Context: an optimization exercise on an open-source flow, tuned for small area, a short achievable clock period and few clock cycles per item. The choices shown serve that exercise and are no tape-out recipe.
In this exercise RTL edits were held to simulation tests only and were not proved equivalent to the original.
No driver is modelled on the clock port, so clocking that relies on it looks cheaper here than on a real chip.
Power is estimated from default activity; no workload was simulated.

==> flow/design.v <==
`timescale 1ns / 1ps
package wsht_pkg;
  localparam int unsigned ID_W = 5;
  localparam logic OP_LOAD  = 1'b0;
  localparam logic OP_CLICK = 1'b1;
  typedef struct packed {
    logic probe;   
    logic load;    
    logic move;    
  } wsht_ctrl_t;
endpackage
`timescale 1ns / 1ps
module wsht_cell
#(
  parameter int unsigned COORD_BITS = 12
) (
  input  logic                  clk_i,
  input  logic                  we_i,
  input  logic [COORD_BITS-1:0] xl_i,
  input  logic [COORD_BITS-1:0] yl_i,
  input  logic [COORD_BITS-1:0] xh_i,
  input  logic [COORD_BITS-1:0] yh_i,
  input  logic [COORD_BITS-1:0] px_i,
  input  logic [COORD_BITS-1:0] py_i,
  output logic [3:0]            hit_o    
);
  logic [COORD_BITS-1:0] xl_q, yl_q, xh_q, yh_q;
  logic                  ge_xl, le_xh, ge_yl, le_yh;
  wsht_ge #(.W(COORD_BITS)) u_ge_xl (.a_i(px_i), .b_i(xl_q), .ge_o(ge_xl));
  wsht_ge #(.W(COORD_BITS)) u_le_xh (.a_i(xh_q), .b_i(px_i), .ge_o(le_xh));
  wsht_ge #(.W(COORD_BITS)) u_ge_yl (.a_i(py_i), .b_i(yl_q), .ge_o(ge_yl));
  wsht_ge #(.W(COORD_BITS)) u_le_yh (.a_i(yh_q), .b_i(py_i), .ge_o(le_yh));
  assign hit_o = {le_yh, ge_yl, le_xh, ge_xl};
  always_ff @(posedge clk_i) begin
    if (we_i) begin
      xl_q <= xl_i;
      yl_q <= yl_i;
      xh_q <= xh_i;
      yh_q <= yh_i;
    end
  end
endmodule
module wsht_ge
#(
  parameter int unsigned W = 12
) (
  input  logic [W-1:0] a_i,
  input  logic [W-1:0] b_i,
  output logic         ge_o
);
  localparam int unsigned L = (W > 1) ? $clog2(W) : 1;
  logic [W-1:0] gt [L+1];
  logic [W-1:0] gq [L+1];
  assign gt[0] = a_i & ~b_i;
  assign gq[0] = a_i | ~b_i;
  for (genvar l = 0; l < L; l++) begin : g_lvl
    localparam int unsigned N = (W + (1 << l) - 1) >> l;
    for (genvar k = 0; k < W; k++) begin : g_rng
      if (2 * k + 1 < N) begin : g_join
        assign gt[l+1][k] = gt[l][2*k+1] | (gq[l][2*k+1] & gt[l][2*k]);
        assign gq[l+1][k] = gt[l][2*k+1] | (gq[l][2*k+1] & gq[l][2*k]);
      end else if (2 * k < N) begin : g_pass
        assign gt[l+1][k] = gt[l][2*k];
        assign gq[l+1][k] = gq[l][2*k];
      end else begin : g_none
        assign gt[l+1][k] = 1'b0;
        assign gq[l+1][k] = 1'b0;
      end
    end
  end
  assign ge_o = gq[L][0];
endmodule
`timescale 1ns / 1ps
module window_stack_hit_test_move_to_front_top
#(
  parameter int unsigned MAX_WINDOWS = 16,
  parameter int unsigned COORD_BITS  = 12
) (
  input  logic                  clk_i,
  input  logic                  rst_ni,
  input  logic                  in_valid_i,
  output logic                  in_ready_o,
  input  logic                  in_operation_i,
  input  logic [COORD_BITS-1:0] in_x_low_i,
  input  logic [COORD_BITS-1:0] in_y_low_i,
  input  logic [COORD_BITS-1:0] in_x_high_i,
  input  logic [COORD_BITS-1:0] in_y_high_i,
  output logic                  out_valid_o,
  input  logic                  out_ready_i,
  output logic [4:0]            out_window_id_o,
  output logic                  out_ignored_o,
  output logic                  out_store_full_o
);
  localparam int unsigned NW   = MAX_WINDOWS;
  localparam int unsigned ID_W = wsht_pkg::ID_W;
  logic                  busy_q;       
  logic                  ready_q;      
  logic                  out_valid_q;  
  logic                  accept;
  logic [NW-1:0]         used_q;       
  logic [NW-1:0]         free_first;   
  logic [3:0]            hit_b [NW];
  logic                  is_full;
  logic                  is_load;
  assign accept  = in_valid_i && !busy_q;
  logic [NW-1:0] wr_slot_q;
  logic [NW-1:0] used_d;
  logic          busy_d;
  assign is_load = (in_operation_i == wsht_pkg::OP_LOAD);
  assign is_full = used_q[NW-1];
  for (genvar i = 0; i < NW; i++) begin : g_slot
    if (i == 0) begin : g_first
      assign free_first[i] = !used_q[i];
    end else begin : g_rest
      assign free_first[i] = !used_q[i] && used_q[i-1];
    end
    wsht_cell #(
      .COORD_BITS (COORD_BITS)
    ) u_cell (
      .clk_i   (clk_i),
      .we_i    (in_valid_i && is_load && wr_slot_q[i]),
      .xl_i    (in_x_low_i),
      .yl_i    (in_y_low_i),
      .xh_i    (in_x_high_i),
      .yh_i    (in_y_high_i),
      .px_i    (in_x_low_i),
      .py_i    (in_y_low_i),
      .hit_o   (hit_b[i])
    );
  end
  logic [3:0]    hb_q [NW];     
  logic          s2_click_q;    
  logic          s2_load_q;     
  logic          s2_full_q;     
  assign used_d = (accept && is_load) ? {used_q[NW-2:0], 1'b1} : used_q;
  always_ff @(posedge clk_i or negedge rst_ni) begin
    if (!rst_ni) begin
      used_q     <= '0;
      wr_slot_q  <= '0;
      s2_click_q <= 1'b0;
      s2_load_q  <= 1'b0;
      s2_full_q  <= 1'b0;
    end else begin
      s2_click_q <= accept && !is_load;
      s2_load_q  <= accept && is_load && !is_full;
      s2_full_q  <= accept && is_load && is_full;
      used_q     <= used_d;
      for (int i = 0; i < NW; i++) begin
        wr_slot_q[i] <= !busy_d && !used_d[i] && (i == 0 || used_d[(i + NW - 1) % NW]);
      end
    end
  end
  always_ff @(posedge clk_i) begin
    for (int i = 0; i < NW; i++) hb_q[i] <= {hit_b[i][3:1], hit_b[i][0] & used_q[i]};
  end
  logic [NW-1:0] above_q [NW];
  logic [NW-1:0] hit;           
  logic [NW-1:0] newest;        
  logic [NW-1:0] blocked;       
  logic [NW-1:0] top;           
  for (genvar i = 0; i < NW; i++) begin : g_newest
    if (i == NW - 1) begin : g_last
      assign newest[i] = used_q[i];
    end else begin : g_rest
      assign newest[i] = used_q[i] && !used_q[i+1];
    end
  end
  for (genvar i = 0; i < NW; i++) begin : g_hit
    assign hit[i] = &hb_q[i];
  end
  logic [NW-1:0] above_n [NW];
  logic [NW-1:0] top_q;
  for (genvar i = 0; i < NW; i++) begin : g_row
    for (genvar j = 0; j < NW; j++) begin : g_col
      if (j > i) begin : g_pair
        assign above_n[i][j] = top_q[i] | (above_q[i][j] & ~top_q[j]);
        always_ff @(posedge clk_i) begin
          above_q[i][j] <= above_n[i][j];
        end
      end else begin : g_none
        assign above_n[i][j] = 1'b0;
      end
    end
  end
  always_comb begin
    for (int i = 0; i < NW; i++) begin
      blocked[i] = 1'b0;
      for (int j = 0; j < NW; j++) begin
        if (j < i) blocked[i] = blocked[i] | (hit[j] &  above_n[j][i]);
        if (j > i) blocked[i] = blocked[i] | (hit[j] & ~above_n[i][j]);
      end
    end
  end
  assign top = ({NW{s2_click_q}} & hit & ~blocked) | ({NW{s2_load_q}} & newest);
  logic          s3_valid_q;
  logic          s3_ign_q;
  logic          s3_full_q;
  always_ff @(posedge clk_i or negedge rst_ni) begin
    if (!rst_ni) begin
      s3_valid_q <= 1'b0;
    end else begin
      s3_valid_q <= s3_next;
    end
  end
  always_ff @(posedge clk_i) begin
    top_q     <= top;
    s3_ign_q  <= s2_click_q && !(|hit);
    s3_full_q <= s2_full_q;
  end
  logic [ID_W-1:0] res_id;
  always_comb begin
    res_id = '0;
    for (int i = 0; i < NW; i++) begin
      if (top_q[i]) res_id = res_id | ID_W'(i + 1);
    end
  end
  localparam int unsigned QD = 4;
  localparam int unsigned EW = ID_W + 2;
  logic [EW-1:0] q_data [QD];
  logic [QD-1:0] q_valid;
  logic [EW-1:0] sh_data [QD];
  logic [QD-1:0] sh_valid;
  logic [EW-1:0] nx_data [QD];
  logic [QD-1:0] nx_valid;
  logic          pop;
  logic          put;
  assign pop = q_valid[0] && out_ready_i;
  always_comb begin
    for (int k = 0; k < QD; k++) begin
      if (pop) begin
        sh_data[k]  = (k + 1 < QD) ? q_data[(k + 1) % QD] : q_data[k];
        sh_valid[k] = (k + 1 < QD) ? q_valid[(k + 1) % QD] : 1'b0;
      end else begin
        sh_data[k]  = q_data[k];
        sh_valid[k] = q_valid[k];
      end
    end
    put = s3_valid_q;
    for (int k = 0; k < QD; k++) begin
      nx_data[k]  = sh_data[k];
      nx_valid[k] = sh_valid[k];
      if (put && !sh_valid[k]) begin
        nx_data[k]  = {res_id, s3_ign_q, s3_full_q};
        nx_valid[k] = 1'b1;
        put         = 1'b0;
      end
    end
  end
  logic s2_next, s3_next;
  assign s2_next = accept;
  assign s3_next = s2_click_q || s2_load_q || s2_full_q;
  assign busy_d = nx_valid[QD-1]
               || (nx_valid[QD-2] && (s2_next || s3_next))
               || (nx_valid[QD-3] && s2_next && s3_next);
  always_ff @(posedge clk_i or negedge rst_ni) begin
    if (!rst_ni) begin
      q_valid     <= '0;
      busy_q      <= 1'b1;
      ready_q     <= 1'b0;
      out_valid_q <= 1'b0;
    end else begin
      q_valid     <= nx_valid;
      busy_q      <= busy_d;
      ready_q     <= !busy_d;
      out_valid_q <= |nx_valid;
    end
  end
  always_ff @(posedge clk_i) begin
    for (int k = 0; k < QD; k++) q_data[k] <= nx_data[k];
  end
  assign in_ready_o       = ready_q;
  assign out_valid_o      = out_valid_q;
  assign out_window_id_o  = q_data[0][EW-1:2];
  assign out_ignored_o    = q_data[0][1];
  assign out_store_full_o = q_data[0][0];
endmodule
Settings: LEC_CHECK=0, CAP_MARGIN=20, CORE_MARGIN=2, CORE_UTILIZATION=40, CTS_CLUSTER_DIAMETER=120, CTS_CLUSTER_SIZE=22, GPL_ROUTABILITY_DRIVEN=0, PLACE_DENSITY=0.6, SETUP_SLACK_MARGIN=2.45, SLEW_MARGIN=20; clock period 4.5 ns.
standard.sh (not shown) runs the stock make flow with config.mk's settings and CLKGATE_MAP_FILE= SYNTH_SCRIPT=/design/flow/synth_recipe.tcl, a recipe that flattens the netlist after the stock synthesis.
==> flow/flow/run.sh <==
#!/bin/bash
# Standard layout (the standard.sh, standard synthesis unchanged) with
# resizer options changed: repair may swap a cell for any footprint, the
# port buffers are plain buffers instead of delay cells, and after CTS the
# setup repair runs a few more passes (flow/post_cts.tcl).
set -uo pipefail
bash standard.sh MATCH_CELL_FOOTPRINT=0 \
  "BUFFER_PORTS_ARGS=-buffer_cell sky130_fd_sc_hd__buf_4" \
  "POST_CTS_TCL=$PWD/flow/post_cts.tcl" \
  finish > standard.log 2>&1
==> flow/flow/post_cts.tcl <==
# Extra setup repair passes after CTS: the single pass in cts.tcl stops
# early, well short of the setup margin. Placement is legalized afterwards.
estimate_parasitics -placement
for {set pass 0} {$pass < 3} {incr pass} {
  repair_timing -setup -setup_margin $::env(SETUP_SLACK_MARGIN) \
    -repair_tns 100 -verbose
}
detailed_placement
check_placement -verbose
estimate_parasitics -placement
report_worst_slack -max
The first run finished clean.
Testbench counts at the start, summed over its fixed seeds: cycles 4,832, items 4,800.
Edit:
- CORE_UTILIZATION: 40 -> 35
- GPL_ROUTABILITY_DRIVEN: 0 -> default
- PLACE_DENSITY: 0.6 -> 0.55
What happened: The changed run finished clean; total power grows by a few percent; worst setup slack got worse by 0.035 ns; die area grows by about a fifth; sequential power stays flat.
Edit:
- CORE_UTILIZATION: 35 -> 45
- PLACE_DENSITY: 0.55 -> 0.65
Effect:
- The new run went through all stages and came out clean
- total power fell by 1.2%
- synthesized cell count stays the same
- first-iteration DRC count rose by 8.9%
- final cell count fell by 8.5%
- sequential share of layout area rose by 1.0 points
- synthesized area is unchanged
- wire length fell by 5.1%
- cell area fell by 1.8%
- clock skew fell by 0.035 ns
- clock power fell by about 3%
- combinational power fell by about 3%
Edit:
- CORE_UTILIZATION: 45 -> 40
- PLACE_DENSITY: 0.65 -> 0.6
- SETUP_SLACK_MARGIN: 2.45 -> 2.4
Outcome: The new run went through all stages and came out clean; combinational power goes down by a few percent; non-clock buffer count decreases by 3; count of clock-buffer cells in the layout grows by 3; worst setup slack loses 0.069 ns; hold slack is better by 0.0046 ns; synthesized area does not change; core utilization fell by 5.5 points; total power shrinks slightly; register-to-register slack got worse by 0.07 ns; clock power rises slightly; fmax fell by a few percent.

## static timing again, ports no longer ideal
No port has a modelled driver above. Below, the same layouts with a new extraction and two added sets of constraints.
Step 1 (the two cells are an assumption about what drives the block):
set clk [get_ports {clk_i}]
set_driving_cell -lib_cell sky130_fd_sc_hd__clkbuf_16 $clk
set_driving_cell -lib_cell sky130_fd_sc_hd__buf_2 [delete_from_list [all_inputs] $clk]
Step 2 also shifts input and output timing later by t, the mid clock arrival at the registers, as if the neighbouring blocks saw the same clock.
Three values: no drivers, after step 1, after step 2; two values: the first two.
run	t, ns	setup slack, ns	hold WS [ns]	worst setup path at the end	worst register clock-pin slew, ns
the first run	0.741	2.386 / 2.315 / 1.752	0.200 / 0.183 / 0.372	input to register	0.10 / 0.10
the second run	0.769	2.351 / 2.276 / 1.718	0.169 / 0.122 / 0.375	input to register	0.10 / 0.10
the third run	0.752	2.336 / 2.308 / 1.762	0.200 / 0.168 / 0.371	input to register	0.10 / 0.10
the fourth run	0.751	2.267 / 2.267 / 1.651	0.205 / 0.164 / 0.375	input to register	0.10 / 0.10
After both steps setup and hold are still met in every run listed. The setup slack of the first run, which loses most, moves by -0.071 ns with the drivers and by -0.634 ns with both steps.
